Source: an optimization exercise on an open RTL-to-GDS flow (aim: small area, a short achievable clock period and few clock cycles per item). Production flows keep margins and buffers that such runs may drop. No run shown here included a check of the RTL's function; only the layout flow was run. Power is estimated from default activity; no workload was simulated.

==> flow/design.v <==
`timescale 1ns / 1ps
`default_nettype none
package cscp_pkg;
    localparam logic [11:0] CIRC_RESET = 12'd2170;
    localparam logic [15:0] CAD_SCALE  = 16'd60000;
endpackage
`default_nettype wire
`timescale 1ns / 1ps
`default_nettype none
import cscp_pkg::*;
module cscp_bk_add #(parameter int W = 32) (
    input  wire  [W-1:0] a,
    input  wire  [W-1:0] b,
    input  wire          ci,
    output logic [W-1:0] s,
    output logic         co
);
    localparam int L = (W <= 1) ? 1 : $clog2(W);
    logic [W-1:0] g [0:2*L];
    logic [W-1:0] p [0:2*L];
    logic [W-1:0] p0;
    assign p0 = a ^ b;
    always_comb begin
        g[0] = a & b;
        p[0] = p0;
        g[0][0] = (a[0] & b[0]) | (p0[0] & ci);
        p[0][0] = 1'b0;
        for (int l = 0; l < L; l++) begin
            g[l+1] = g[l];
            p[l+1] = p[l];
            for (int i = 0; i < W; i++) begin
                if ((i % (2 << l)) == ((2 << l) - 1)) begin
                    g[l+1][i] = g[l][i] | (p[l][i] & g[l][i - (1 << l)]);
                    p[l+1][i] = p[l][i] & p[l][i - (1 << l)];
                end
            end
        end
        for (int l = L; l < 2*L; l++) begin
            g[l+1] = g[l];
            p[l+1] = p[l];
            for (int i = 0; i < W; i++) begin
                if (i >= (3 << (2*L-1-l)) - 1 && ((i + 1 - (3 << (2*L-1-l)) + 3 * 0) % (2 << (2*L-1-l))) == 0) begin
                    g[l+1][i] = g[l][i] | (p[l][i] & g[l][i - (1 << (2*L-1-l))]);
                    p[l+1][i] = p[l][i] & p[l][i - (1 << (2*L-1-l))];
                end
            end
        end
    end
    assign s  = p0 ^ {g[2*L][W-2:0], ci};
    assign co = g[2*L][W-1];
endmodule
module cycling_speed_cadence_packet_top (
    input  wire                                  i_clk,
    input  wire                                  i_rst_n,
    input  wire                                  i_in_valid,
    output logic                                 o_in_stall,
    input  wire  [7:0]                           i_data_byte,
    input  wire                                  i_last_byte,
    input  wire  [31:0]                          i_now_ms,
    output logic                                 o_out_valid,
    input  wire                                  i_out_stall,
    output logic [7:0]                           o_speed_kmh,
    output logic [15:0]                          o_cadence_rpm,
    output logic                                 o_zero_interval,
    input  wire                                  psel,
    input  wire                                  penable,
    input  wire                                  pwrite,
    input  wire  [2:0]                           paddr,
    input  wire  [31:0]                          pwdata,
    output logic [31:0]                          prdata,
    output logic                                 pready
);
    logic [11:0] r_circ;
    logic [16:0] r_k;            
    logic [3:0]  r_cnt;
    logic [1:0]  r_flags;
    logic [31:0] r_wheel;
    logic [15:0] r_crank;
    logic [31:0] r_prev_wheel;
    logic [15:0] r_prev_crank;
    logic [31:0] r_prev_time;
    logic [31:0] r_dt;           
    logic [48:0] r_sp;           
    logic [49:0] r_cd;           
    logic        r_fast;         
    logic        r_mul;          
    logic        r_acc;          
    logic        r_acc_c;        
    logic [4:0]  r_bidx;         
    logic        r_bw, r_bc;     
    logic        r_dwb, r_dcb;   
    logic        r_chk;          
    logic [3:0]  r_sdiv;         
    logic [4:0]  r_cdiv;         
    logic        r_busy;         
    logic        r_pend;         
    logic        r_zero;         
    logic        r_out_valid;
    logic        in_acc, commit, out_free, start, start_fast, mul_end;
    logic [3:0]  cs;
    logic [3:0]  nib_w, nib_c;
    logic [20:0] x_w;
    logic [19:0] x_c;
    assign pready = 1'b1;
    assign prdata = {20'd0, r_circ & {12{~paddr[2]}}};
    assign o_in_stall = r_mul || r_acc || r_pend || ((r_cnt == 4'd10) && r_busy);
    assign in_acc     = i_in_valid && !o_in_stall;
    assign commit     = in_acc && i_last_byte && (r_cnt == 4'd10);
    assign out_free   = !(r_out_valid && i_out_stall);
    assign start      = (commit || r_pend) && out_free;
    assign start_fast = start && r_fast;
    assign mul_end    = r_mul && (r_bidx == 5'd31);
    always_ff @(posedge i_clk) begin
        if (!i_rst_n) begin
            r_circ <= CIRC_RESET;
            r_k    <= 17'(CIRC_RESET) * 17'd18;
        end else if (psel && penable && pwrite && !paddr[2]) begin
            r_circ <= pwdata[11:0];
            r_k    <= {1'b0, pwdata[11:0], 4'd0} + {4'd0, pwdata[11:0], 1'b0};
        end
    end
    assign cs = r_flags[0] ? 4'd7 : 4'd1;
    always_ff @(posedge i_clk) begin
        if (!i_rst_n) begin
            r_cnt <= 4'd0;
        end else if (in_acc) begin
            if (i_last_byte)              r_cnt <= 4'd0;
            else if (r_cnt != 4'd15)      r_cnt <= r_cnt + 4'd1;
        end
    end
    always_ff @(posedge i_clk) begin
        if (in_acc) begin
            if (r_cnt == 4'd0) begin
                r_flags <= i_data_byte[1:0];
                r_wheel <= '0;
                r_crank <= '0;
            end else begin
                if (r_flags[0] && r_cnt == 4'd1) r_wheel[7:0]   <= i_data_byte;
                if (r_flags[0] && r_cnt == 4'd2) r_wheel[15:8]  <= i_data_byte;
                if (r_flags[0] && r_cnt == 4'd3) r_wheel[23:16] <= i_data_byte;
                if (r_flags[0] && r_cnt == 4'd4) r_wheel[31:24] <= i_data_byte;
                if (r_flags[1] && r_cnt == cs)          r_crank[7:0]  <= i_data_byte;
                if (r_flags[1] && r_cnt == cs + 4'd1)   r_crank[15:8] <= i_data_byte;
            end
        end
    end
    function automatic logic below16_32(input logic [31:0] a, input logic [31:0] b);
        logic [27:0] x, y;
        logic        ok;
        x  = a[31:4];
        y  = ~b[31:4];
        ok = ((x[0] ^ y[0]) == (a[3:0] >= b[3:0]));
        for (int i = 1; i < 28; i++) ok = ok && ((x[i] ^ y[i]) == (x[i-1] | y[i-1]));
        below16_32 = ok;
    endfunction
    function automatic logic below16_16(input logic [15:0] a, input logic [15:0] b);
        logic [11:0] x, y;
        logic        ok;
        x  = a[15:4];
        y  = ~b[15:4];
        ok = ((x[0] ^ y[0]) == (a[3:0] >= b[3:0]));
        for (int i = 1; i < 12; i++) ok = ok && ((x[i] ^ y[i]) == (x[i-1] | y[i-1]));
        below16_16 = ok;
    endfunction
    always_ff @(posedge i_clk) begin
        r_fast <= below16_32(r_wheel, r_prev_wheel) && below16_16(r_crank, r_prev_crank);
    end
    assign nib_w = r_wheel[3:0] - r_prev_wheel[3:0];
    assign nib_c = r_crank[3:0] - r_prev_crank[3:0];
    assign x_w   = 21'(nib_w) * 21'(r_k);
    assign x_c   = 20'(nib_c) * 20'(CAD_SCALE);
    logic dwb, dcb, acc_end;
    assign dwb     = r_wheel[r_bidx] ^ r_prev_wheel[r_bidx] ^ r_bw;
    assign dcb     = r_crank[r_bidx[3:0]] ^ r_prev_crank[r_bidx[3:0]] ^ r_bc;
    assign acc_end = r_acc && !r_mul;
    always_ff @(posedge i_clk) begin
        if (!i_rst_n) begin
            r_mul   <= 1'b0;
            r_acc   <= 1'b0;
            r_acc_c <= 1'b0;
        end else begin
            if (start && !r_fast) r_mul <= 1'b1;
            else if (mul_end)     r_mul <= 1'b0;
            r_acc   <= r_mul;
            r_acc_c <= r_mul && !r_bidx[4];
        end
    end
    always_ff @(posedge i_clk) begin
        if (start) begin
            r_bidx <= 5'd0;
            r_bw   <= 1'b0;
            r_bc   <= 1'b0;
        end else if (r_mul) begin
            r_bidx <= r_bidx + 5'd1;
            r_dwb  <= dwb;
            r_dcb  <= dcb;
            r_bw   <= (!r_wheel[r_bidx] && (r_prev_wheel[r_bidx] || r_bw)) ||
                      (r_prev_wheel[r_bidx] && r_bw);
            r_bc   <= (!r_crank[r_bidx[3:0]] && (r_prev_crank[r_bidx[3:0]] || r_bc)) ||
                      (r_prev_crank[r_bidx[3:0]] && r_bc);
        end
    end
    logic cad_small;
    assign cad_small = (r_dt[31:10] != 22'd0) || (r_cd[27:18] < r_dt[9:0]);
    always_ff @(posedge i_clk) begin
        if (!i_rst_n) begin
            r_prev_wheel <= '0;
            r_prev_crank <= '0;
            r_prev_time  <= '0;
        end else begin
            if (start_fast || mul_end) r_prev_wheel <= r_wheel;
            if (r_chk || mul_end)      r_prev_crank <= r_crank;
            if (commit)                r_prev_time  <= i_now_ms;
        end
    end
    logic [35:0] sr;
    logic [36:0] sd;
    logic        sge, sco;
    logic [32:0] cr;
    logic [32:0] cdf;
    logic        cge;
    logic [36:0] sa, sb, sc, cs_s, cs_c;
    logic [17:0] sp_acc;
    logic [16:0] cd_acc;
    assign sr   = {r_sp[43:9], r_sp[8]};
    assign sa   = {1'b0, sr};
    assign sb   = ~{3'b0, r_dt, 2'b00};
    assign sc   = ~{5'b0, r_dt};
    assign cs_s = sa ^ sb ^ sc;
    assign cs_c = (sa & sb) | (sa & sc) | (sb & sc);
    cscp_bk_add #(37) u_sd (.a(cs_s), .b({cs_c[35:0], 1'b1}), .ci(1'b1), .s(sd), .co(sco));
    assign sge = !sd[36];
    assign cr  = {r_cd[49:18], r_cd[17]};
    cscp_bk_add #(33) u_cd (.a(cr), .b(~{1'b0, r_dt}), .ci(1'b1), .s(cdf), .co(cge));
    cscp_bk_add #(17) u_sa (.a(r_sp[48:32]), .b(r_k & {17{r_dwb}}), .ci(1'b0),
                            .s(sp_acc[16:0]), .co(sp_acc[17]));
    cscp_bk_add #(16) u_ca (.a(r_cd[31:16]), .b(CAD_SCALE & {16{r_dcb}}), .ci(1'b0),
                            .s(cd_acc[15:0]), .co(cd_acc[16]));
    logic s_run, c_run, div_done;
    assign s_run    = (r_sdiv != 4'd0);
    assign c_run    = (r_cdiv != 5'd0);
    assign div_done = !r_chk && (r_sdiv <= 4'd1) && (r_cdiv <= 5'd1) && (s_run || c_run);
    always_ff @(posedge i_clk) begin
        if (!i_rst_n) begin
            r_chk       <= 1'b0;
            r_sdiv      <= 4'd0;
            r_cdiv      <= 5'd0;
            r_busy      <= 1'b0;
            r_pend      <= 1'b0;
            r_out_valid <= 1'b0;
        end else begin
            r_chk <= start_fast;
            if (commit)              r_busy <= 1'b1;
            if (commit && !out_free) r_pend <= 1'b1;
            else if (out_free)       r_pend <= 1'b0;
            if (start_fast) begin
                r_sdiv <= 4'd9;
                r_cdiv <= 5'd10;
            end else if (acc_end) begin
                r_sdiv <= 4'd9;
                r_cdiv <= 5'd18;
            end else begin
                if (s_run) r_sdiv <= r_sdiv - 4'd1;
                if (r_chk && !cad_small) r_cdiv <= 5'd18;
                else if (c_run)          r_cdiv <= r_cdiv - 5'd1;
            end
            if (div_done) begin
                r_busy      <= 1'b0;
                r_out_valid <= 1'b1;
            end else if (r_out_valid && !i_out_stall) begin
                r_out_valid <= 1'b0;
            end
        end
    end
    always_ff @(posedge i_clk) begin
        if (div_done) r_zero <= (r_dt == 32'd0);
    end
    always_ff @(posedge i_clk) begin
        if (commit) r_dt <= i_now_ms - r_prev_time;
        if (start) begin
            r_sp <= r_fast ? 49'(x_w) : 49'd0;
        end else if (r_acc) begin
            r_sp <= {sp_acc, r_sp[31:1]};
        end else if (s_run) begin
            r_sp <= {r_sp[48:44], sge ? sd[34:0] : sr[34:0], r_sp[7:0], sge};
        end
        if (start) begin
            r_cd <= r_fast ? {22'd0, x_c, 8'd0} : 50'd0;
        end else if (r_acc_c) begin
            r_cd <= {18'd0, cd_acc, r_cd[15:1]};
        end else if (r_chk && !cad_small) begin
            r_cd <= {30'd0, x_c};
        end else if (c_run) begin
            r_cd <= {cge ? cdf[31:0] : cr[31:0], r_cd[16:0], cge};
        end
    end
    assign o_out_valid     = r_out_valid;
    assign o_speed_kmh     = ((r_sp[48:44] != 5'd0) || r_sp[8]) ? 8'hFF : r_sp[7:0];
    assign o_cadence_rpm   = (r_cd[17] || r_cd[16]) ? 16'hFFFF : r_cd[15:0];
    assign o_zero_interval = r_zero;
endmodule
`default_nettype wire
==> flow/run.sh <==
#!/bin/bash
# synth_recipe.tcl (not shown) runs the flow's synth.tcl, then flattens the netlist and writes it again
# the make line also repeats each setting of config.mk as NAME=value (left out here)
make -C /OpenROAD-flow-scripts/flow DESIGN_CONFIG=/design/flow/config.mk WORK_HOME=/design/flow/orfs CLKGATE_MAP_FILE= SYNTH_SCRIPT=/design/flow/synth_recipe.tcl finish
==> flow/config.mk <==
export PLATFORM = sky130hd
export DESIGN_NAME = cycling_speed_cadence_packet_top
export DESIGN_NICKNAME = cycling_speed_cadence_packet_top
export VERILOG_FILES = /design/flow/design.v
export SDC_FILE = /design/flow/constraint.sdc
export NUM_CORES = 4
export LEC_CHECK = 0
export CAP_MARGIN = 20
export CORE_MARGIN = 2
export CORE_UTILIZATION = 40
export SETUP_SLACK_MARGIN = 5
export SLEW_MARGIN = 20
==> flow/constraint.sdc <==
create_clock -name core_clock -period 10.0 [get_ports {i_clk}]
set_input_delay 2.0000 -clock core_clock [delete_from_list [all_inputs] [get_ports {i_clk}]]
set_output_delay 2.0000 -clock core_clock [all_outputs]
set_load 0.01 [all_outputs]
==> results of run 1 <==
metal layers:
layer | up-vias | track usage, % | routed length (um)
met3 | 111 | 2.463 | 2046
met2 | 342 | 32.52 | 29260
met1 | 8995 | 23.77 | 26010
li1 | 8902 | - | -
met5 | - | 0 | 13
met4 | 2 | 6.416 | 1934
power breakdown:
part | switching [mW] | internal [mW] | leakage, nW
clock network | 0.585 | 0.848 | 0.626
registers | 0.263 | 1.86 | 2.87
logic | 1.50 | 1.33 | 7.94
total | 2.35 | 4.04 | 11.4
cells in the mapped netlist (19+ instances only):
| master | number |
|---|---|
| nand3_1 | 24 |
| ha_1 | 245 |
| xor2_1 | 76 |
| nand2b_1 | 33 |
| o21a_1 | 19 |
| dfxtp_1 | 133 |
| nor3_1 | 28 |
| nor2_1 | 92 |
| nor2b_1 | 59 |
| nand2_1 | 306 |
| or3_1 | 30 |
| o21ai_0 | 86 |
| a22oi_1 | 19 |
| clkbuf_1 | 68 |
| mux4_2 | 30 |
| xnor2_1 | 81 |
| buf_4 | 26 |
| and2_1 | 22 |
| edfxtp_1 | 184 |
| a21oi_1 | 207 |
| a21o_1 | 52 |
| inv_1 | 239 |
| mux2i_1 | 75 |
| nand4_1 | 24 |
| fa_1 | 110 |
repair_timing:
action                                  CTS  global route
endpoints found under the setup margin  156            94
buffers inserted                          7            16
gates cloned                              0             1
gates resized for setup                  19            45
pin swaps                                 5            34
area by class of cell:
type | instances | area, sq um | area share, %
Tap cell | 782 | 978.4 | 3.519
Timing Repair Buffer | 143 | 1358 | 4.883
Inverter | 242 | 909.6 | 3.272
Clock buffer | 61 | 1151 | 4.140
Multi-Input combinational cell | 1853 | 15090 | 54.27
Sequential cell | 317 | 8189 | 29.46
Clock inverter | 12 | 127.6 | 0.4590
worst min-delay path: cells and delay by family (launching register included):
kind | cells | cell delay (ns)
AOI/OAI and AO/OA | 1 | 0.05
and+or+nand+nor | 1 | 0.05
DFF | 1 | 0.30
logic make-up after synthesis:
| kind of cell | after synthesis |
|---|---|
| buffers and inverters | 349 |
| other | 2 |
| XOR/XNOR | 157 |
| flip-flops | 317 |
| AO/OA/AOI/OAI | 518 |
| adder cells (fa/ha/maj) | 355 |
| multiplexers | 119 |
| AND/OR/NAND/NOR | 682 |
through the flow:
stage / cells / hold slack [ns]
finish: 3410 / 0.4501
detailed placement: 3313 / 0.4463
global placement: 3312 / 0.4403
floorplan: 2518 / 0.4318
CTS: 3393 / 0.4544
global route: 3410 / 0.4712
worst min-delay path by stage:
stage | startpoint | to | slack, ns | cells past startpoint
after CTS | r_prev_time[9] | r_prev_time[9] | 0.45 | 2
after global placement | r_prev_time[29] | r_prev_time[29] | 0.44 | 2
final | r_prev_time[18] | r_prev_time[18] | 0.45 | 2
after floorplan | r_circ[10] | r_circ[10] | 0.43 | 2
after global routing | r_prev_time[11] | r_prev_time[11] | 0.47 | 2
after detailed placement | r_prev_time[9] | r_prev_time[9] | 0.45 | 2
flip-flops by register name, summed over array words and instances (netlist names), 2 cells and up:
| register | cells |
|---|---|
| r_k | 13 |
| r_circ | 12 |
| r_prev_time | 32 |
| r_wheel | 32 |
| r_dt | 32 |
| r_cd | 50 |
| r_sp | 49 |
| r_flags | 2 |
| r_sdiv | 4 |
| r_prev_crank | 16 |
| r_cdiv | 5 |
| r_cnt | 4 |
| r_crank | 16 |
| r_bidx | 5 |
| r_prev_wheel | 32 |
==> metrics.md, run 1 <==
| Metric | Value |
|---|---|
| TritonCTS Sinks | `317` |
| Area grow syn2layout | `14.36%` |
| Routed via count | `18.35k` |
| Largest net degree at the start of global routing | `68` |
| Hold/Removal Path Class | `flip-flop to flip-flop` |
| Routed len/inst | `17.38 um` |
| Dpl ws | `3.704 ns` |
| Tmin final | `4.982 ns` |
| Dpl cell area | `26060 sq um` |
| Die area | `62770 sq um` |
| Unique masters post-synth | `75` |
| Sequential element share of the synthesized area | `33.68%` |
| XOR/XNOR Fraction of Synth Area | `5.656%` |
| Commonest non-fill, non-tap cell in the layout | `nand2_1` |
| IO Port Bufs | `99` |
| Synth Area in Compound Gates | `13.23%` |
| Crit path DAT | `5.28 ns` |
| Final setup viols | `0` |
| Static Leakage | `11.44 nW` |
| Grt ovf | `0` |
| Maximum VDD drop | `0.1456 mV` |
| Initial DRC count | `1018` |
| Top delay family on crit path | `adder cells` |
| Crit start category | `flip-flop` |
| Maximum Capacitance Violations | `0` |
| Worst path required time | `10.30 ns` |
| DR vias/cell | `5.382` |
| First-pass GRT wire length | `95740 um` |
| Die Span Y | `250.5 um` |
| Setup ws final | `5.018 ns` |
| Post-synth top area share | `22.73%` |
| Clk slew on worst S/H paths | `0.06 ns` |
| DP HPWL | `43640 um` |
| Post-Synth Simple-Gate Area | `13.38%` |
| Post-synthesis adder-cell area fraction | `21.67%` |
| Nets@finish | `3035` |
| Critical Path Max Stage Delay | `0.55 ns` |
| Actual slew at the worst max-slew pin | `1.021 ns` |
| Worst setup endpoint | `r_sp[20]` |
| Post-Synthesis Cells | `2499` |
| Slowest cell on crit path | `fa_1` |
| Clock Skew | `0.02788 ns` |
| Root buf cell | `clkbuf_16` |
| Setup crit end kind | `flip-flop` |
| Pwr Total | `6.392 mW` |
| Final Instance Area | `27800 sq um` |
| Worst-path maximum fanout | `5` |
| YS warnings | `13` |
| Crit path from | `r_wheel[0]` |
| Max Fclk | `200.7 MHz` |
| Post-synth ARST share | `0%` |
| GPL Wtd Cong | `0.8634` |
| Core area | `60250 sq um` |
| Top cells by area, synth | `edfxtp_1 (23%), ha_1 (13%), dfxtp_1 (11%)` |
| Core Util, Final | `46.15%` |
| CTS tree | `yes` |
| Initial core utilization | `40.35%` |
| RSZ-0062 raised after global routing | `yes` |
| Detailed Routing Iterations Pass 1 | `5` |
| Endpoints failing hold | `0` |
| Post-route antenna net violation count | `0` |
| Initial antenna violation count | `1` |
| Status | `finished clean` |
| Clock latency (worst-skew pair) | `0.57 ns` |
| FF-to-FF Start | `r_wheel[0]` |
| Top_reg_cell synth | `edfxtp_1` |
| Worst path buffer plus inverter count | `3` |
| Die width | `250.5 um` |
| CP Depth | `19` |
| Max_slew headroom | `31.28%` |
| WS Path Type | `flip-flop to flip-flop` |
| Crit-path cells | `inv_1, ha_2, fa_2, xnor2_4, buf_6, nand2_4, fa_1, fa_1, inv_2, ha_4, a21o_1, a221o_1, o41ai_4, o21ai_4, o41ai_4, o21ai_1, xor2_1, a22oi_1, o21ai_1` |
| Syn avg cell area | `9.728 sq um` |
| Commonest cells after routing, fill and taps aside | `nand2_1 (300), ha_1 (238), inv_1 (236)` |
| Post-CTS Hold Buffers | `0` |
| R2r endpoint | `r_sp[20]` |
| Setup_tns | `0 ns` |
| CTS buffer count | `40` |
| Vias in the first global route | `18.46k` |
| Pins Over Slew Limit | `0` |
| Post-synth top area cell | `edfxtp_1` |
| Multiplexer share of the synthesized area | `6.516%` |
| Row cnt | `90` |
| FF+latch count, synth | `317` |
| Main combinational cell family by area after synthesis | `adder cells` |
| Post-Route WL | `59260 um` |
| Fin crit share | `49.82%` |
| R2R Setup Slk | `5.02 ns` |
| Global Route Usage Sum | `18.66%` |
| Share of cells above drive strength 1 | `8.409%` |
| Number of synthesized flops with an enable pin | `184` |
| Syn Std Cell Area | `24310 sq um` |
| Filler instances | `5600` |
| Clock Path Buffers | `3` |
| # DRC | `0` |
| Diodes inserted | `0` |
| Ports | `143` |
| P per Cell Area | `229.9 nW/um^2` |
| Reg2reg path depth | `19` |
| H-tree depth | `2` |
==> run 2, diff against run 1 <==
==> flow/flow/run.sh (new file) <==
#!/bin/bash
set -euo pipefail
bash standard.sh SETUP_SLACK_MARGIN=5.6 finish > standard_flow.log 2>&1
==> flow/standard.sh (new file) <==
#!/bin/bash
# synth_recipe.tcl (not shown) runs the flow's synth.tcl, then flattens the netlist and writes it again
# the make line also repeats each setting of config.mk as NAME=value (left out here)
make -C /OpenROAD-flow-scripts/flow DESIGN_CONFIG=/design/flow/config.mk WORK_HOME=/design/flow/orfs CLKGATE_MAP_FILE= SYNTH_SCRIPT=/design/flow/synth_recipe.tcl "${@:-finish}"
--- a/flow/config.mk
+++ b/flow/config.mk
@@ -10,3 +10,2 @@
 export CORE_UTILIZATION = 40
-export SETUP_SLACK_MARGIN = 5
 export SLEW_MARGIN = 20
removed: flow/run.sh
==> metrics.md, run 2 <==
| Metric | Value |
|---|---|
| P per Cell Area | `227.1 nW/um^2 (was 229.9 nW/um^2)` |
| Worst-path maximum fanout | `6 (was 5)` |
| Final setup viols | `0 (unchanged)` |
| Max Fclk | `203.5 MHz (was 200.7 MHz)` |
| Crit-path cells | `inv_1, ha_2, fa_2, nand2b_1, fa_1, inv_1, fa_1, ha_4, and3_1, a221o_1, o41ai_4, o21ai_2, o41ai_2, o21ai_1, xor2_1, a22oi_1, o21ai_1 (was inv_1, ha_2, fa_2, xnor2_4, buf_6, nand2_4, fa_1, fa_1, inv_2, ha_4, a21o_1, a221o_1, o41ai_4, o21ai_4, o41ai_4, o21ai_1, xor2_1, a22oi_1, o21ai_1)` |
| CTS tree | `yes (unchanged)` |
| RSZ-0062 raised after global routing | `yes (unchanged)` |
| Ports | `143 (unchanged)` |
| WS Path Type | `flip-flop to flip-flop (unchanged)` |
| Static Leakage | `11.64 nW (was 11.44 nW)` |
| Share of cells above drive strength 1 | `11.94% (was 8.409%)` |
| CTS buffer count | `38 (was 40)` |
| Status | `finished clean (unchanged)` |
| Syn avg cell area | `9.728 sq um (unchanged)` |
| Fin crit share | `49.15% (was 49.82%)` |
| Global Route Usage Sum | `19.44% (was 18.66%)` |
| Die Span Y | `250.5 um (unchanged)` |
| Post-synth top area cell | `edfxtp_1 (unchanged)` |
| Max_slew headroom | `29.67% (was 31.28%)` |
| Detailed Routing Iterations Pass 1 | `5 (unchanged)` |
| Die area | `62770 sq um (unchanged)` |
| H-tree depth | `2 (unchanged)` |
| Synth Area in Compound Gates | `13.23% (unchanged)` |
| Largest net degree at the start of global routing | `83 (was 68)` |
| Crit path DAT | `5.20 ns (was 5.28 ns)` |
| Tmin final | `4.915 ns (was 4.982 ns)` |
| FF+latch count, synth | `317 (unchanged)` |
| IO Port Bufs | `99 (unchanged)` |
| YS warnings | `13 (unchanged)` |
| Diodes inserted | `0 (unchanged)` |
| Max reg flops | `50 (unchanged)` |
| Core area | `60250 sq um (unchanged)` |
| Vias in the first global route | `19.01k (was 18.46k)` |
| Commonest cells after routing, fill and taps aside | `nand2_1 (295), ha_1 (229), inv_1 (224) (was nand2_1 (300), ha_1 (238), inv_1 (236))` |
| DP HPWL | `43530 um (was 43640 um)` |
| Number of synthesized flops with an enable pin | `184 (unchanged)` |
| # DRC | `0 (unchanged)` |
| Initial antenna violation count | `1 (unchanged)` |
| Setup_tns | `0 ns (unchanged)` |
| Largest registers | `r_cd x50, r_sp x49 (unchanged)` |
| Post-Synthesis Cells | `2499 (unchanged)` |
| Multiplexer share of the synthesized area | `6.516% (unchanged)` |
| Crit start category | `flip-flop (unchanged)` |
| Post-synthesis adder-cell area fraction | `21.67% (unchanged)` |
| Hold/Removal Path Class | `flip-flop to flip-flop (unchanged)` |
| Actual slew at the worst max-slew pin | `1.045 ns (was 1.021 ns)` |
| Setup crit end kind | `flip-flop (unchanged)` |
| DR vias/cell | `5.417 (was 5.382)` |
| DR WL met3 | `2314 um (was 2046 um)` |
| Row cnt | `90 (unchanged)` |
| Root buf cell | `clkbuf_16 (unchanged)` |
| Clock Skew | `0.02617 ns (was 0.02788 ns)` |
| Filler instances | `5555 (was 5600)` |
| Maximum VDD drop | `0.1493 mV (was 0.1456 mV)` |
| Unique masters post-synth | `75 (unchanged)` |
| Clock latency (worst-skew pair) | `0.57 ns (about the same)` |
| Clock Path Buffers | `3 (unchanged)` |
| Maximum Capacitance Violations | `0 (unchanged)` |
| Endpoints failing hold | `0 (unchanged)` |
| Post-route antenna net violation count | `0 (unchanged)` |
| XOR/XNOR Fraction of Synth Area | `5.656% (unchanged)` |
| Post-synth top area share | `22.73% (unchanged)` |
| Post-CTS Hold Buffers | `0 (unchanged)` |
| M1 wire length | `26650 um (was 26010 um)` |
| Top cells by area, synth | `edfxtp_1 (23%), ha_1 (13%), dfxtp_1 (11%) (unchanged)` |
| Sequential element share of the synthesized area | `33.68% (unchanged)` |
| GPL Wtd Cong | `0.8743 (was 0.8634)` |
| Area grow syn2layout | `16.29% (was 14.36%)` |
| Die width | `250.5 um (unchanged)` |
| WL met2 | `30880 um (was 29260 um)` |
| Clk slew on worst S/H paths | `0.06 ns (about the same)` |
| Post-placement cell count | `3308 (was 3313)` |
| Main combinational cell family by area after synthesis | `adder cells (unchanged)` |
| Commonest non-fill, non-tap cell in the layout | `nand2_1 (unchanged)` |
| Pins Over Slew Limit | `0 (unchanged)` |
| Syn Std Cell Area | `24310 sq um (unchanged)` |
| Top-count cell post-synth | `nand2_1 (unchanged)` |
| Routed via count | `18.57k (was 18.35k)` |
| Critical Path Max Stage Delay | `0.55 ns (about the same)` |
| Slowest cell on crit path | `fa_1 (unchanged)` |
| Top Metal Used | `met5 (unchanged)` |
| Routed len/inst | `18.01 um (was 17.38 um)` |
| TritonCTS Sinks | `317 (unchanged)` |
| First-pass GRT wire length | `98990 um (was 95740 um)` |
| Initial core utilization | `40.35% (unchanged)` |
| Post-Synth Simple-Gate Area | `13.38% (unchanged)` |
| Non-filler cells, final | `3428 (was 3410)` |
| Grt ovf | `0 (unchanged)` |
| Post-Route WL | `61740 um (was 59260 um)` |
| Initial DRC count | `1077 (was 1018)` |
| Nets@finish | `3055 (was 3035)` |
| Top_reg_cell synth | `edfxtp_1 (unchanged)` |
| Most flop-heavy register | `r_cd (unchanged)` |
| Post-synth ARST share | `0% (unchanged)` |
| Worst path required time | `10.29 ns (was 10.30 ns)` |
| Post-synth top cells | `nand2_1 (306), ha_1 (245), inv_1 (239) (unchanged)` |
run 2: cell count changes in the layout (fill, tap and decap cells not counted), moves of 5 or more:
cell,previous run,this run
buf_4,37,52
dlygate4sd2_1,0,6
o21ai_0,83,75
inv_2,4,13
o21ai_1,9,14
nand2_1,300,295
clkbuf_1,15,9
clkdlybuf4s50_1,98,76
buf_2,1,12
inv_1,236,224
ha_4,5,10
ha_1,238,229
run 2: timing repair:
action / 4_1_cts / 5_1_grt
cloned: 6 / 1
pin swaps: 25 / 34
setup buffers: 26 / 18
gates resized for setup: 133 / 62
setup endpoints to repair: 278 / 71
run 2: layer usage:
layer  GRT usage, %  vias up
li1               -     8954
met1          24.44     9137
met2          34.28      375
met3          2.577      101
met4          6.604        2
met5              0        -
run 2: worst paths after layout:
| path | startpoint | to | slack (ns) | depth (start not counted) |
|---|---|---|---|---|
| worst max-delay path | r_wheel[0] | r_sp[20] | 5.08 | 17 |
| worst min-delay path | r_prev_time[9] | r_prev_time[9] | 0.45 | 2 |
| worst max register to register | r_wheel[0] | r_sp[20] | 5.08 | 17 |
| worst min register to register | r_prev_time[9] | r_prev_time[9] | 0.45 | 2 |
run 2: logic make-up (layout without fill, tap and decap cells):
kind of cell    count (synthesis)  after routing
flops                         317            317
xor+xnor                      157            157
compound gates                518            518
other cells                     2             21
mux                           119            119
fa+ha+maj                     355            355
buf+inv                       349            474
simple gates                  682            685
run 2: area by class of cell:
cell class | count | area [sq um] | area share [%]
Clock buffer | 55 | 1129 | 3.992
Inverter | 242 | 932.1 | 3.297
Multi-Input combinational cell | 1855 | 15440 | 54.62
Timing Repair Buffer | 161 | 1494 | 5.284
Timing Repair inverter | 2 | 17.52 | 0.06196
Sequential cell | 317 | 8193 | 28.98
Tap cell | 782 | 978.4 | 3.461
Clock inverter | 14 | 87.58 | 0.3098
run 2: through the flow:
stage	power [mW]	instance area, sq um	utilization (%)	setup slack [ns]	hold WS [ns]
floorplan	4.235	24540	-	5.358	0.4318
global placement	4.841	26130	43.37	3.305	0.4417
detailed placement	4.947	26140	43.38	3.515	0.4469
CTS	6.424	27860	46.25	5.068	0.4542
global route	6.901	28270	46.93	4.820	0.4657
finish	6.422	28270	46.93	5.085	0.4512
run 2: worst max-delay path: cells and delay by family (launching register included):
kind                       cells  cell delay [ns]
DFF                            1             0.41
buffers and inverters          2             0.14
xor gates and xnor gates       1             0.15
AOI/OAI and AO/OA              7             1.55
adders and majority gates      5             2.00
and+or+nand+nor                2             0.37
run 2: power by group:
part / total, mW / switching, mW / internal, mW
Combinational: 2.93 / 1.55 / 1.38
Sequential: 2.12 / 0.262 / 1.86
Clock: 1.37 / 0.582 / 0.789
==> run 3, diff against run 2 <==
--- a/flow/design.v
+++ b/flow/design.v
@@ -86,7 +86,4 @@
     logic        r_mul;          
-    logic        r_acc;          
-    logic        r_acc_c;        
     logic [4:0]  r_bidx;         
     logic        r_bw, r_bc;     
-    logic        r_dwb, r_dcb;   
     logic        r_chk;          
@@ -105,3 +102,3 @@
     assign prdata = {20'd0, r_circ & {12{~paddr[2]}}};
-    assign o_in_stall = r_mul || r_acc || r_pend || ((r_cnt == 4'd10) && r_busy);
+    assign o_in_stall = r_mul || r_pend || ((r_cnt == 4'd10) && r_busy);
     assign in_acc     = i_in_valid && !o_in_stall;
@@ -171,11 +168,9 @@
     assign x_c   = 20'(nib_c) * 20'(CAD_SCALE);
-    logic dwb, dcb, acc_end;
-    assign dwb     = r_wheel[r_bidx] ^ r_prev_wheel[r_bidx] ^ r_bw;
-    assign dcb     = r_crank[r_bidx[3:0]] ^ r_prev_crank[r_bidx[3:0]] ^ r_bc;
-    assign acc_end = r_acc && !r_mul;
-    always_ff @(posedge i_clk) begin
-        if (!i_rst_n) begin
-            r_mul   <= 1'b0;
-            r_acc   <= 1'b0;
-            r_acc_c <= 1'b0;
+    logic dwb, dcb, c_mul;
+    assign dwb   = r_wheel[r_bidx] ^ r_prev_wheel[r_bidx] ^ r_bw;
+    assign dcb   = r_crank[r_bidx[3:0]] ^ r_prev_crank[r_bidx[3:0]] ^ r_bc;
+    assign c_mul = r_mul && !r_bidx[4];
+    always_ff @(posedge i_clk) begin
+        if (!i_rst_n) begin
+            r_mul <= 1'b0;
         end else begin
@@ -183,4 +178,2 @@
             else if (mul_end)     r_mul <= 1'b0;
-            r_acc   <= r_mul;
-            r_acc_c <= r_mul && !r_bidx[4];
         end
@@ -194,4 +187,2 @@
             r_bidx <= r_bidx + 5'd1;
-            r_dwb  <= dwb;
-            r_dcb  <= dcb;
             r_bw   <= (!r_wheel[r_bidx] && (r_prev_wheel[r_bidx] || r_bw)) ||
@@ -234,5 +225,5 @@
     cscp_bk_add #(33) u_cd (.a(cr), .b(~{1'b0, r_dt}), .ci(1'b1), .s(cdf), .co(cge));
-    cscp_bk_add #(17) u_sa (.a(r_sp[48:32]), .b(r_k & {17{r_dwb}}), .ci(1'b0),
+    cscp_bk_add #(17) u_sa (.a(r_sp[48:32]), .b(r_k & {17{dwb}}), .ci(1'b0),
                             .s(sp_acc[16:0]), .co(sp_acc[17]));
-    cscp_bk_add #(16) u_ca (.a(r_cd[31:16]), .b(CAD_SCALE & {16{r_dcb}}), .ci(1'b0),
+    cscp_bk_add #(16) u_ca (.a(r_cd[31:16]), .b(CAD_SCALE & {16{dcb}}), .ci(1'b0),
                             .s(cd_acc[15:0]), .co(cd_acc[16]));
@@ -258,3 +249,3 @@
                 r_cdiv <= 5'd10;
-            end else if (acc_end) begin
+            end else if (mul_end) begin
                 r_sdiv <= 4'd9;
@@ -281,3 +272,3 @@
             r_sp <= r_fast ? 49'(x_w) : 49'd0;
-        end else if (r_acc) begin
+        end else if (r_mul) begin
             r_sp <= {sp_acc, r_sp[31:1]};
@@ -288,3 +279,3 @@
             r_cd <= r_fast ? {22'd0, x_c, 8'd0} : 50'd0;
-        end else if (r_acc_c) begin
+        end else if (c_mul) begin
             r_cd <= {18'd0, cd_acc, r_cd[15:1]};
==> flow/run.sh (new file) <==
#!/bin/bash
# synth_recipe.tcl (not shown) runs the flow's synth.tcl, then flattens the netlist and writes it again
# the make line also repeats each setting of config.mk as NAME=value (left out here)
make -C /OpenROAD-flow-scripts/flow DESIGN_CONFIG=/design/flow/config.mk WORK_HOME=/design/flow/orfs CLKGATE_MAP_FILE= SYNTH_SCRIPT=/design/flow/synth_recipe.tcl finish
--- a/flow/config.mk
+++ b/flow/config.mk
@@ -10,2 +10,3 @@
 export CORE_UTILIZATION = 40
+export SETUP_SLACK_MARGIN = 5
 export SLEW_MARGIN = 20
removed: flow/flow/run.sh
removed: flow/standard.sh
==> metrics.md, run 3 <==
| Metric | Value |
|---|---|
| Routed via count | `19.18k (was 18.57k)` |
| Area grow syn2layout | `15.10% (was 16.29%)` |
| Post-Route WL | `65700 um (was 61740 um)` |
| Sequential element share of the synthesized area | `32.66% (was 33.68%)` |
| Post-synth top area cell | `edfxtp_1 (unchanged)` |
| RSZ-0062 raised after global routing | `yes (unchanged)` |
| Worst setup endpoint | `r_sp[47] (was r_sp[20])` |
| Unique masters post-synth | `83 (was 75)` |
| Top_reg_cell synth | `edfxtp_1 (unchanged)` |
| Most flop-heavy register | `r_cd (unchanged)` |
| Post-route antenna net violation count | `0 (unchanged)` |
| Global Route Usage Sum | `20.33% (was 19.44%)` |
| Dpl cell area | `26490 sq um (was 26140 sq um)` |
| Root buf cell | `clkbuf_16 (unchanged)` |
| Top cells by area, synth | `edfxtp_1 (22%), ha_1 (12%), dfxtp_1 (11%) (was edfxtp_1 (23%), ha_1 (13%), dfxtp_1 (11%))` |
| Max Fclk | `191.0 MHz (was 203.5 MHz)` |
| Max_slew headroom | `29.00% (was 29.67%)` |
| Setup_tns | `0 ns (unchanged)` |
| Pins Over Slew Limit | `0 (unchanged)` |
| Commonest cells after routing, fill and taps aside | `nand2_1 (327), inv_1 (246), ha_1 (236) (was nand2_1 (295), ha_1 (229), inv_1 (224))` |
| Static Leakage | `11.47 nW (was 11.64 nW)` |
| DP HPWL | `46770 um (was 43530 um)` |
| Commonest non-fill, non-tap cell in the layout | `nand2_1 (unchanged)` |
| Ports | `143 (unchanged)` |
| IO Port Bufs | `99 (unchanged)` |
| Setup crit end kind | `flip-flop (unchanged)` |
| Clk slew on worst S/H paths | `0.06 ns (about the same)` |
| Worst hold margin | `0.4599 ns (was 0.4512 ns)` |
| Final setup viols | `0 (unchanged)` |
| Most Crowded Layer GR | `met2 (unchanged)` |
| Maximum Capacitance Violations | `0 (unchanged)` |
| Core area | `61480 sq um (was 60250 sq um)` |
| Initial antenna violation count | `1 (unchanged)` |
| Post-synthesis adder-cell area fraction | `21.27% (was 21.67%)` |
| Multi-input gate area | `15660 sq um (was 15440 sq um)` |
| Share of cells above drive strength 1 | `9.306% (was 11.94%)` |
| Largest registers | `r_cd x50, r_sp x49 (unchanged)` |
| Met2 Usage GRT | `35.88% (was 34.28%)` |
| Clock latency (worst-skew pair) | `0.61 ns (was 0.57 ns)` |
| Main combinational cell family by area after synthesis | `adder cells (unchanged)` |
| Row cnt | `91 (was 90)` |
| FF+latch count, synth | `313 (was 317)` |
| WS Path Type | `flip-flop to flip-flop (unchanged)` |
| Hold depth | `2 (unchanged)` |
| Non-filler cells, final | `3498 (was 3428)` |
| Post-Synthesis Cells | `2585 (was 2499)` |
| CTS buffer count | `40 (was 38)` |
| Post-synth top area share | `22.07% (was 22.73%)` |
| Top-count cell post-synth | `nand2_1 (unchanged)` |
| Filler instances | `5737 (was 5555)` |
| CTS tree | `yes (unchanged)` |
| Crit path from | `r_bidx[0] (was r_wheel[0])` |
| Diodes inserted | `0 (unchanged)` |
| R2R Setup Slk | `4.76 ns (was 5.08 ns)` |
| Syn Std Cell Area | `24760 sq um (was 24310 sq um)` |
| Pwr Total | `6.939 mW (was 6.422 mW)` |
| Reg2reg path depth | `20 (was 17)` |
| Initial core utilization | `40.28% (was 40.35%)` |
| XOR/XNOR Fraction of Synth Area | `5.411% (was 5.656%)` |
| First-pass GRT wire length | `103900 um (was 98990 um)` |
| Nets@finish | `3115 (was 3055)` |
| Crit start category | `flip-flop (unchanged)` |
| Vias in the first global route | `19.40k (was 19.01k)` |
| Post-Synth Simple-Gate Area | `15.08% (was 13.38%)` |
| Crit path DAT | `5.65 ns (was 5.20 ns)` |
| Met1 layer usage reported by global route | `26.29% (was 24.44%)` |
| FF-to-FF Start | `r_bidx[0] (was r_wheel[0])` |
| Storage cell area | `8094 sq um (was 8193 sq um)` |
| Die Span Y | `252.8 um (was 250.5 um)` |
| H-tree depth | `2 (unchanged)` |
| Multiplexer share of the synthesized area | `4.512% (was 6.516%)` |
| Worst path required time | `10.41 ns (was 10.29 ns)` |
| Maximum VDD drop | `0.1457 mV (was 0.1493 mV)` |
| Endpoints failing hold | `0 (unchanged)` |
| Post-placement cell count | `3395 (was 3308)` |
| Final Instance Area | `28500 sq um (was 28270 sq um)` |
| Detailed Routing Iterations Pass 1 | `5 (unchanged)` |
| P per Cell Area | `243.5 nW/um^2 (was 227.1 nW/um^2)` |
| Clock Skew | `0.05729 ns (was 0.02617 ns)` |
| Met3 usage | `2.704% (was 2.577%)` |
| Die width | `252.8 um (was 250.5 um)` |
| Worst-path maximum fanout | `8 (was 6)` |
| R2r endpoint | `r_sp[47] (was r_sp[20])` |
| DR vias/cell | `5.483 (was 5.417)` |
| Initial DRC count | `985 (was 1077)` |
| YS warnings | `13 (unchanged)` |
| Fin crit share | `52.36% (was 49.15%)` |
| GPL Wtd Cong | `0.8810 (was 0.8743)` |
| Grt ovf | `0 (unchanged)` |
| Clock Path Buffers | `3 (unchanged)` |
| Max reg flops | `50 (unchanged)` |
| Die area | `63920 sq um (was 62770 sq um)` |
| # DRC | `0 (unchanged)` |
| Syn avg cell area | `9.580 sq um (was 9.728 sq um)` |
| Post-synth ARST share | `0% (unchanged)` |
| Synth Area in Compound Gates | `15.00% (was 13.23%)` |
| Status | `finished clean (unchanged)` |
| TritonCTS Sinks | `313 (was 317)` |
| Tmin final | `5.236 ns (was 4.915 ns)` |
| Routed len/inst | `18.78 um (was 18.01 um)` |
| Post-synth top cells | `nand2_1 (329), inv_1 (247), ha_1 (245) (was nand2_1 (306), ha_1 (245), inv_1 (239))` |
| Largest net degree at the start of global routing | `90 (was 83)` |
| Number of synthesized flops with an enable pin | `182 (was 184)` |
| Actual slew at the worst max-slew pin | `1.065 ns (was 1.045 ns)` |
| Hold/Removal Path Class | `flip-flop to flip-flop (unchanged)` |
==> run 3: cell types whose count changed after synthesis, sizes merged, moves of 21 or more <==
cell / before / now
o211ai: 7 / 28
a21boi: 8 / 96
nand2: 306 / 329
nor2: 92 / 119
nand3: 24 / 47
mux2i: 75 / 43
o21ai: 97 / 74
a21oi: 207 / 101
==> run 3: logic make-up after synthesis <==
family / after synthesis
other cells: 2
buf+inv: 368
flops: 313
simple gates: 786
compound gates: 532
fa+ha+maj: 355
xor+xnor: 153
mux: 76
==> run 3: final cells by class <==
cell class,instances,area share (%)
timing repair buffer,146,5.022
tap,790,3.468
clock buffer,52,3.881
sequential,313,28.40
clock inverter,21,1.001
multi-input combinational,1926,54.93
inverter,250,3.301
==> run 3: worst min path at each step <==
| stage | end | start | slack, ns |
|---|---|---|---|
| after floorplan | r_circ[11] | r_circ[11] | 0.43 |
| after global placement | r_circ[6] | r_circ[6] | 0.45 |
| after detailed placement | r_circ[3] | r_circ[3] | 0.46 |
| after CTS | r_prev_time[8] | r_prev_time[8] | 0.46 |
| after global routing | r_circ[9] | r_circ[9] | 0.49 |
| final | r_prev_time[8] | r_prev_time[8] | 0.46 |
==> run 3: critical path, stage by stage (launching register included) <==
cell       delay, ns
dfxtp_4         0.41
buf_12          0.16
mux4_2          0.53
mux4_2          0.49
mux2_4          0.29
fa_2            0.68
nand2_4         0.10
inv_2           0.08
ha_4            0.19
a21o_1          0.18
a21o_1          0.19
a2111oi_4       0.35
nor4_2          0.08
nor2_1          0.11
a211o_1         0.16
nor2_2          0.04
a211oi_2        0.17
o21bai_1        0.11
a21oi_2         0.15
fa_2            0.44
nor2_1          0.09
==> run 3: routing by layer <==
| metal | share of wire, % | wire [um] |
|---|---|---|
| met5 | 0 | 0 |
| met3 | 4.4 | 2886 |
| met4 | 2.2 | 1437 |
| met1 | 44 | 28690 |
| met2 | 50 | 32680 |
==> run 3: what timing repair did <==
action | 4_1_cts | 5_1_grt
hold buffers | 0 | 0
endpoints found under the hold margin | 0 | 0
setup buffers | 15 | 10
setup endpoints to repair | 225 | 122
gates cloned | 4 | 1
gates resized for setup | 47 | 44
pin swaps | 12 | 27
==> run 3: stage by stage <==
stage	utilization, %	setup slack [ns]
6_report	46.36	4.764
2_1_floorplan	-	4.999
3_5_place_dp	43.08	3.402
3_3_place_gp	43.08	3.492
4_1_cts	45.89	4.704
5_1_grt	46.36	4.582
==> run 3: where the power goes <==
| part | switching [mW] | total, mW | internal (mW) | leakage (nW) |
|---|---|---|---|---|
| Clock | 0.622 | 1.52 | 0.895 | 0.666 |
| Sequential | 0.288 | 2.14 | 1.85 | 2.83 |
| Combinational | 1.82 | 3.29 | 1.47 | 7.97 |
| Total | 2.73 | 6.94 | 4.21 | 11.5 |
==> run 4, diff against run 3 <==
--- a/flow/design.v
+++ b/flow/design.v
@@ -17,3 +17,4 @@
 );
-    localparam int L = (W <= 1) ? 1 : $clog2(W);
+    localparam int L = (W <= 2) ? 1 : (W <= 4) ? 2 : (W <= 8) ? 3 : (W <= 16) ? 4 :
+                       (W <= 32) ? 5 : (W <= 64) ? 6 : 7;
     logic [W-1:0] g [0:2*L];
@@ -85,4 +86,7 @@
     logic        r_fast;         
+    logic [3:0]  r_nw, r_nc;     
     logic        r_mul;          
-    logic [4:0]  r_bidx;         
+    logic        r_acc;          
+    logic        r_acc_c;        
+    logic [2:0]  r_nidx;         
     logic        r_bw, r_bc;     
@@ -97,3 +101,2 @@
     logic [3:0]  cs;
-    logic [3:0]  nib_w, nib_c;
     logic [20:0] x_w;
@@ -102,3 +105,3 @@
     assign prdata = {20'd0, r_circ & {12{~paddr[2]}}};
-    assign o_in_stall = r_mul || r_pend || ((r_cnt == 4'd10) && r_busy);
+    assign o_in_stall = r_mul || r_acc || r_pend || ((r_cnt == 4'd10) && r_busy);
     assign in_acc     = i_in_valid && !o_in_stall;
@@ -108,3 +111,3 @@
     assign start_fast = start && r_fast;
-    assign mul_end    = r_mul && (r_bidx == 5'd31);
+    assign mul_end    = r_mul && (r_nidx == 3'd7);
     always_ff @(posedge i_clk) begin
@@ -161,16 +164,33 @@
     endfunction
+    logic [4:0] nw_d, nc_d;
+    assign nw_d = {1'b0, r_wheel[{r_nidx, 2'b00} +: 4]} - {1'b0, r_prev_wheel[{r_nidx, 2'b00} +: 4]}
+                  - {4'd0, r_mul && r_bw};
+    assign nc_d = {1'b0, r_crank[{r_nidx[1:0], 2'b00} +: 4]} - {1'b0, r_prev_crank[{r_nidx[1:0], 2'b00} +: 4]}
+                  - {4'd0, r_mul && r_bc};
     always_ff @(posedge i_clk) begin
         r_fast <= below16_32(r_wheel, r_prev_wheel) && below16_16(r_crank, r_prev_crank);
+        r_nw   <= nw_d[3:0];
+        r_nc   <= nc_d[3:0];
     end
-    assign nib_w = r_wheel[3:0] - r_prev_wheel[3:0];
-    assign nib_c = r_crank[3:0] - r_prev_crank[3:0];
-    assign x_w   = 21'(nib_w) * 21'(r_k);
-    assign x_c   = 20'(nib_c) * 20'(CAD_SCALE);
-    logic dwb, dcb, c_mul;
-    assign dwb   = r_wheel[r_bidx] ^ r_prev_wheel[r_bidx] ^ r_bw;
-    assign dcb   = r_crank[r_bidx[3:0]] ^ r_prev_crank[r_bidx[3:0]] ^ r_bc;
-    assign c_mul = r_mul && !r_bidx[4];
+    logic [20:0] pp0, pp1, pp2, pp3, pa, m1s, m1c, m2s, m2c, m3s, m3c;
+    assign pp0 = {4'd0, r_k & {17{r_nw[0]}}};
+    assign pp1 = {3'd0, r_k & {17{r_nw[1]}}, 1'b0};
+    assign pp2 = {2'd0, r_k & {17{r_nw[2]}}, 2'b0};
+    assign pp3 = {1'd0, r_k & {17{r_nw[3]}}, 3'b0};
+    assign pa  = {4'd0, r_sp[48:32] & {17{r_acc}}};
+    assign m1s = pp0 ^ pp1 ^ pp2;
+    assign m1c = {(pp0[19:0] & pp1[19:0]) | (pp0[19:0] & pp2[19:0]) | (pp1[19:0] & pp2[19:0]), 1'b0};
+    assign m2s = m1s ^ m1c ^ pp3;
+    assign m2c = {(m1s[19:0] & m1c[19:0]) | (m1s[19:0] & pp3[19:0]) | (m1c[19:0] & pp3[19:0]), 1'b0};
+    assign m3s = m2s ^ m2c ^ pa;
+    assign m3c = {(m2s[19:0] & m2c[19:0]) | (m2s[19:0] & pa[19:0]) | (m2c[19:0] & pa[19:0]), 1'b0};
+    cscp_bk_add #(21) u_xw (.a(m3s), .b(m3c), .ci(1'b0), .s(x_w), .co());
+    assign x_c = 20'(r_nc) * 20'(CAD_SCALE);
+    logic acc_end;
+    assign acc_end = r_acc && !r_mul;
     always_ff @(posedge i_clk) begin
         if (!i_rst_n) begin
-            r_mul <= 1'b0;
+            r_mul   <= 1'b0;
+            r_acc   <= 1'b0;
+            r_acc_c <= 1'b0;
         end else begin
@@ -178,2 +198,4 @@
             else if (mul_end)     r_mul <= 1'b0;
+            r_acc   <= r_mul;
+            r_acc_c <= r_mul && !r_nidx[2];
         end
@@ -181,4 +203,8 @@
     always_ff @(posedge i_clk) begin
+        if (!i_rst_n) begin
+            r_nidx <= 3'd0;
+        end else if (r_mul) begin
+            r_nidx <= r_nidx + 3'd1;
+        end
         if (start) begin
-            r_bidx <= 5'd0;
             r_bw   <= 1'b0;
@@ -186,7 +212,4 @@
         end else if (r_mul) begin
-            r_bidx <= r_bidx + 5'd1;
-            r_bw   <= (!r_wheel[r_bidx] && (r_prev_wheel[r_bidx] || r_bw)) ||
-                      (r_prev_wheel[r_bidx] && r_bw);
-            r_bc   <= (!r_crank[r_bidx[3:0]] && (r_prev_crank[r_bidx[3:0]] || r_bc)) ||
-                      (r_prev_crank[r_bidx[3:0]] && r_bc);
+            r_bw   <= nw_d[4];
+            r_bc   <= nc_d[4];
         end
@@ -213,4 +236,3 @@
     logic [36:0] sa, sb, sc, cs_s, cs_c;
-    logic [17:0] sp_acc;
-    logic [16:0] cd_acc;
+    logic [19:0] cd_acc;
     assign sr   = {r_sp[43:9], r_sp[8]};
@@ -225,6 +247,3 @@
     cscp_bk_add #(33) u_cd (.a(cr), .b(~{1'b0, r_dt}), .ci(1'b1), .s(cdf), .co(cge));
-    cscp_bk_add #(17) u_sa (.a(r_sp[48:32]), .b(r_k & {17{dwb}}), .ci(1'b0),
-                            .s(sp_acc[16:0]), .co(sp_acc[17]));
-    cscp_bk_add #(16) u_ca (.a(r_cd[31:16]), .b(CAD_SCALE & {16{dcb}}), .ci(1'b0),
-                            .s(cd_acc[15:0]), .co(cd_acc[16]));
+    cscp_bk_add #(20) u_ca (.a({4'd0, r_cd[31:16]}), .b(x_c), .ci(1'b0), .s(cd_acc), .co());
     logic s_run, c_run, div_done;
@@ -249,3 +268,3 @@
                 r_cdiv <= 5'd10;
-            end else if (mul_end) begin
+            end else if (acc_end) begin
                 r_sdiv <= 4'd9;
@@ -272,4 +291,4 @@
             r_sp <= r_fast ? 49'(x_w) : 49'd0;
-        end else if (r_mul) begin
-            r_sp <= {sp_acc, r_sp[31:1]};
+        end else if (r_acc) begin
+            r_sp <= {x_w, r_sp[31:4]};
         end else if (s_run) begin
@@ -279,4 +298,4 @@
             r_cd <= r_fast ? {22'd0, x_c, 8'd0} : 50'd0;
-        end else if (c_mul) begin
-            r_cd <= {18'd0, cd_acc, r_cd[15:1]};
+        end else if (r_acc_c) begin
+            r_cd <= {18'd0, cd_acc, r_cd[15:4]};
         end else if (r_chk && !cad_small) begin
==> flow/flow/run.sh (new file) <==
#!/bin/bash
set -euo pipefail
bash standard.sh SETUP_SLACK_MARGIN=5.6 finish > standard_flow.log 2>&1
==> flow/standard.sh (new file) <==
#!/bin/bash
# synth_recipe.tcl (not shown) runs the flow's synth.tcl, then flattens the netlist and writes it again
# the make line also repeats each setting of config.mk as NAME=value (left out here)
make -C /OpenROAD-flow-scripts/flow DESIGN_CONFIG=/design/flow/config.mk WORK_HOME=/design/flow/orfs CLKGATE_MAP_FILE= SYNTH_SCRIPT=/design/flow/synth_recipe.tcl "${@:-finish}"
--- a/flow/config.mk
+++ b/flow/config.mk
@@ -9,4 +9,3 @@
 export CORE_MARGIN = 2
-export CORE_UTILIZATION = 40
-export SETUP_SLACK_MARGIN = 5
+export CORE_UTILIZATION = 60
 export SLEW_MARGIN = 20
removed: flow/run.sh
==> metrics.md, run 4 <==
| Metric | Value |
|---|---|
| Initial antenna violation count | `1 (unchanged)` |
| Syn avg cell area | `9.704 sq um (was 9.580 sq um)` |
| GPL Wtd Cong | `0.8820 (was 0.8810)` |
| Post-CTS Hold Buffers | `0 (unchanged)` |
| Most used cell, CP | `fa_1` |
| CTS buffer count | `38 (was 40)` |
| Switch Pwr | `2.578 mW (was 2.726 mW)` |
| Pins Over Slew Limit | `0 (unchanged)` |
| P per Cell Area | `237.2 nW/um^2 (was 243.5 nW/um^2)` |
| Status | `finished clean (unchanged)` |
| Setup_tns | `0 ns (unchanged)` |
| Grt ovf | `0 (unchanged)` |
| Root buf cell | `clkbuf_16 (unchanged)` |
| Multiplexer share of the synthesized area | `4.348% (was 4.512%)` |
| RSZ-0062 raised after global routing | `yes (unchanged)` |
| Die area | `43030 sq um (was 63920 sq um)` |
| Clock latency (worst-skew pair) | `0.57 ns (was 0.61 ns)` |
| Post-route antenna net violation count | `0 (unchanged)` |
| Syn Std Cell Area | `24830 sq um (was 24760 sq um)` |
| Clock Skew | `0.02518 ns (was 0.05729 ns)` |
| Top cells by area, synth | `edfxtp_1 (22%), ha_1 (12%), dfxtp_1 (11%) (unchanged)` |
| # DRC | `0 (unchanged)` |
| Crit path DAT | `5.42 ns (was 5.65 ns)` |
| FF-to-FF Start | `r_nw[2] (was r_bidx[0])` |
| Post-Synthesis Cells | `2559 (was 2585)` |
| Die width | `207.4 um (was 252.8 um)` |
| Slowest cell on crit path | `fa_1 (was fa_2)` |
| Reg2reg path depth | `17 (was 20)` |
| Post-synthesis adder-cell area fraction | `22.51% (was 21.27%)` |
| Max_slew headroom | `22.22% (was 29.00%)` |
| Non-filler cells, final | `3238 (was 3498)` |
| Actual slew at the worst max-slew pin | `1.162 ns (was 1.065 ns)` |
| Post-synth top area cell | `edfxtp_1 (unchanged)` |
| Row cnt | `74 (was 91)` |
| Worst Hold Path EP | `r_circ[3] (was r_prev_time[8])` |
| Most flop-heavy register | `r_cd (unchanged)` |
| Fin crit share | `51.26% (was 52.36%)` |
| Static Leakage | `11.88 nW (was 11.47 nW)` |
| Critical Path Max Stage Delay | `0.55 ns (was 0.68 ns)` |
| R2R Setup Slk | `4.87 ns (was 4.76 ns)` |
| Hold depth | `2 (unchanged)` |
| Clk slew on worst S/H paths | `0.06 ns (about the same)` |
| CTS tree | `yes (unchanged)` |
| Initial DRC count | `1451 (was 985)` |
| Filler instances | `3151 (was 5737)` |
| Commonest non-fill, non-tap cell in the layout | `nand2_1 (unchanged)` |
| YS warnings | `13 (unchanged)` |
| Nets@finish | `3128 (was 3115)` |
| Ports | `143 (unchanged)` |
| IO Port Bufs | `99 (unchanged)` |
| Combinational Power Share | `46.2% (was 47.4%)` |
| Post-synth ARST share | `0% (unchanged)` |
| Post-Synth Simple-Gate Area | `14.69% (was 15.08%)` |
| WS Path Type | `flip-flop to flip-flop (unchanged)` |
| DR vias/cell | `5.870 (was 5.483)` |
| Routed len/inst | `19.18 um (was 18.78 um)` |
| Sequential element share of the synthesized area | `33.21% (was 32.66%)` |
| Post-Route WL | `62110 um (was 65700 um)` |
| Endpoints failing hold | `0 (unchanged)` |
| Worst hold margin | `0.4616 ns (was 0.4599 ns)` |
| Initial core utilization | `60.82% (was 40.28%)` |
| Main combinational cell family by area after synthesis | `adder cells (unchanged)` |
| Area grow syn2layout | `15.06% (was 15.10%)` |
| Worst path required time | `10.30 ns (was 10.41 ns)` |
| R2r endpoint | `r_sp[18] (was r_sp[47])` |
| Top_reg_cell synth | `edfxtp_1 (unchanged)` |
| XOR/XNOR Fraction of Synth Area | `4.938% (was 5.411%)` |
| Hold_sp | `r_circ[3] (was r_prev_time[8])` |
| TritonCTS Sinks | `321 (was 313)` |
| Top-count cell post-synth | `nand2_1 (unchanged)` |
| Die Span Y | `207.4 um (was 252.8 um)` |
| Largest net degree at the start of global routing | `93 (was 90)` |
| Global Route Usage Sum | `28.17% (was 20.33%)` |
| First-pass GRT wire length | `98210 um (was 103900 um)` |
| Maximum VDD drop | `0.1722 mV (was 0.1457 mV)` |
| Clock Power Share | `21.7% (was 21.9%)` |
| H-tree depth | `2 (unchanged)` |
| FF+latch count, synth | `321 (was 313)` |
| Synth Area in Compound Gates | `13.90% (was 15.00%)` |
| Switching share of power | `38.04% (was 39.28%)` |
| Post-synth top cells | `nand2_1 (293), inv_1 (278), ha_1 (242) (was nand2_1 (329), inv_1 (247), ha_1 (245))` |
| Vias in the first global route | `18.63k (was 19.40k)` |
| Clock Path Buffers | `3 (unchanged)` |
| Number of synthesized flops with an enable pin | `182 (unchanged)` |
| Core area | `40830 sq um (was 61480 sq um)` |
| Pint | `4.199 mW (was 4.213 mW)` |
| Maximum Capacitance Violations | `0 (unchanged)` |
| Max reg flops | `50 (unchanged)` |
| Routed via count | `19.01k (was 19.18k)` |
| Largest registers | `r_cd x50, r_sp x49 (unchanged)` |
| Post-synth top area share | `22.01% (was 22.07%)` |
| Worst-path maximum fanout | `7 (was 8)` |
| Detailed Routing Iterations Pass 1 | `5 (unchanged)` |
| Commonest cells after routing, fill and taps aside | `nand2_1 (290), inv_1 (272), ha_1 (226) (was nand2_1 (327), inv_1 (246), ha_1 (236))` |
| Seq pwr share | `32.1% (was 30.8%)` |
| DP HPWL | `45300 um (was 46770 um)` |
| Tmin final | `5.126 ns (was 5.236 ns)` |
| Unique masters post-synth | `78 (was 83)` |
| Max Fclk | `195.1 MHz (was 191.0 MHz)` |
| Setup crit end kind | `flip-flop (unchanged)` |
| Crit-path cells | `buf_6, and2_4, fa_1, inv_1, fa_1, inv_1, fa_1, ha_2, or3_1, o211ai_1, o22ai_2, o41ai_4, o21ai_2, or2_4, fa_2, a22o_1, a221o_1 (was buf_12, mux4_2, mux4_2, mux2_4, fa_2, nand2_4, inv_2, ha_4, a21o_1, a21o_1, a2111oi_4, nor4_2, nor2_1, a211o_1, nor2_2, a211oi_2, o21bai_1, a21oi_2, fa_2, nor2_1)` |
| Share of cells above drive strength 1 | `11.24% (was 9.306%)` |
| Post-placement cell count | `3114 (was 3395)` |
| Final setup viols | `0 (unchanged)` |
| Hold/Removal Path Class | `flip-flop to flip-flop (unchanged)` |
| Crit start category | `flip-flop (unchanged)` |
==> run 4: cell count changes after synthesis, sizes merged, moves of 11 or more <==
cell    delta
inv       +28
nor2b     -12
o211ai    -17
nor3      +11
a22oi     -11
nand2     -36
o31ai     -12
nand3     -15
and2      +58
nand2b    -13
a221o     +17
fa        +18
a21o      +19
o21ai     +20
==> run 4: power groups by stage <==
stage | registers, mW | clock network [mW] | logic (mW)
3_3_place_gp | 2.19 | 0 | 2.81
6_report | 2.18 | 1.47 | 3.13
5_1_grt | 2.20 | 1.54 | 3.49
3_5_place_dp | 2.19 | 0 | 2.93
2_1_floorplan | 2.07 | 0 | 2.25
4_1_cts | 2.17 | 1.49 | 3.03
==> run 4: stage by stage <==
step	total power [mW]	setup WS (ns)	cell area [sq um]	util, %
detailed placement	5.125	4.236	26250	64.29
CTS	6.686	4.995	27990	68.54
global placement	4.999	4.373	26250	64.29
finish	6.777	4.874	28570	69.97
global route	7.234	4.771	28570	69.97
floorplan	4.320	5.252	24970	-
==> run 4: metal layers <==
| layer | up-vias | part of all wire, % | global-route usage [%] |
|---|---|---|---|
| met2 | 593 | 46 | 43.84 |
| met1 | 9261 | 45 | 40.54 |
| met5 | - | 0 | 0 |
| met4 | 0 | 2.4 | 8.374 |
| li1 | 9061 | - | - |
| met3 | 93 | 6.8 | 4.766 |
==> run 4: cells by family after synthesis <==
family          count (synthesis)
simple gates                  756
flops                         321
buf+inv                       391
xor+xnor                      140
compound gates                503
other cells                     2
fa+ha+maj                     370
mux                            76
==> run 4: worst max path at each step <==
| stage | startpoint | end | slack (ns) | depth (start not counted) |
|---|---|---|---|---|
| finish | r_nw[2] | r_sp[18] | 4.87 | 17 |
| global route | r_nw[2] | r_sp[18] | 4.77 | 17 |
| CTS | r_circ[1] | r_sp[18] | 4.99 | 18 |
| floorplan | r_nw[1] | r_sp[18] | 5.25 | 17 |
| detailed placement | i_last_byte | r_prev_wheel[16] | 4.24 | 9 |
| global placement | i_last_byte | r_cd[23] | 4.37 | 10 |
==> run 4: what timing repair did <==
item	in CTS	in global routing
pin swaps	28	35
resized for setup	129	70
buffers inserted	29	22
cloned	0	2
setup endpoints to repair	171	144
==> run 4: layout make-up <==
cell class	count	area, sq um	area share [%]
Tap cell	532	665.6	2.330
Timing Repair Buffer	167	1503	5.259
Antenna cell	1	2.502	0.008758
Clock buffer	53	1072	3.753
Inverter	279	1060	3.709
Clock inverter	17	239.0	0.8364
Sequential cell	321	8267	28.93
Multi-Input combinational cell	1868	15760	55.17
==> run 4: worst max-delay path: cells and delay by family, from the launching register on <==
family / cells / cell delay [ns]
adder cells (fa/ha/maj): 5 / 2.16
AO/OA/AOI/OAI: 6 / 1.39
AND/OR/NAND/NOR: 3 / 0.71
flip-flops: 1 / 0.37
buffers and inverters: 3 / 0.23

-- re-timing with driven ports --
In the flow no input, the clock included, has a driving cell. The finished layouts below were timed again as built, in two steps. Step 1, drivers: a clkbuf_16 drives i_clk and a buf_2 each remaining input, both assumed. Step 2 adds t to the input delays and takes it off the output delays; t is the mean of the earliest and latest rising clock arrival at the registers after step 1. Input paths then give back, and output paths get back, about the clock's delay inside the block. Slacks: no drivers / after step 1 / after step 2; pairs: no drivers / after step 1.
| run | t, ns | setup slack, ns | latest minus earliest clock arrival (ns) |
|---|---|---|---|
| run 1 | 0.611 | 5.018 / 5.018 / 4.551 | 0.030 / 0.031 |
| run 2 | 0.613 | 5.085 / 5.085 / 5.085 | 0.027 / 0.027 |
| run 3 | 0.644 | 4.764 / 4.764 / 4.520 | 0.058 / 0.058 |
| run 4 | 0.614 | 4.874 / 4.874 / 4.874 | 0.026 / 0.026 |
After both steps every run listed still meets setup and hold. For run 1, which loses most, drivers alone change the setup slack by 0.000 ns; drivers and shift together by -0.467 ns.
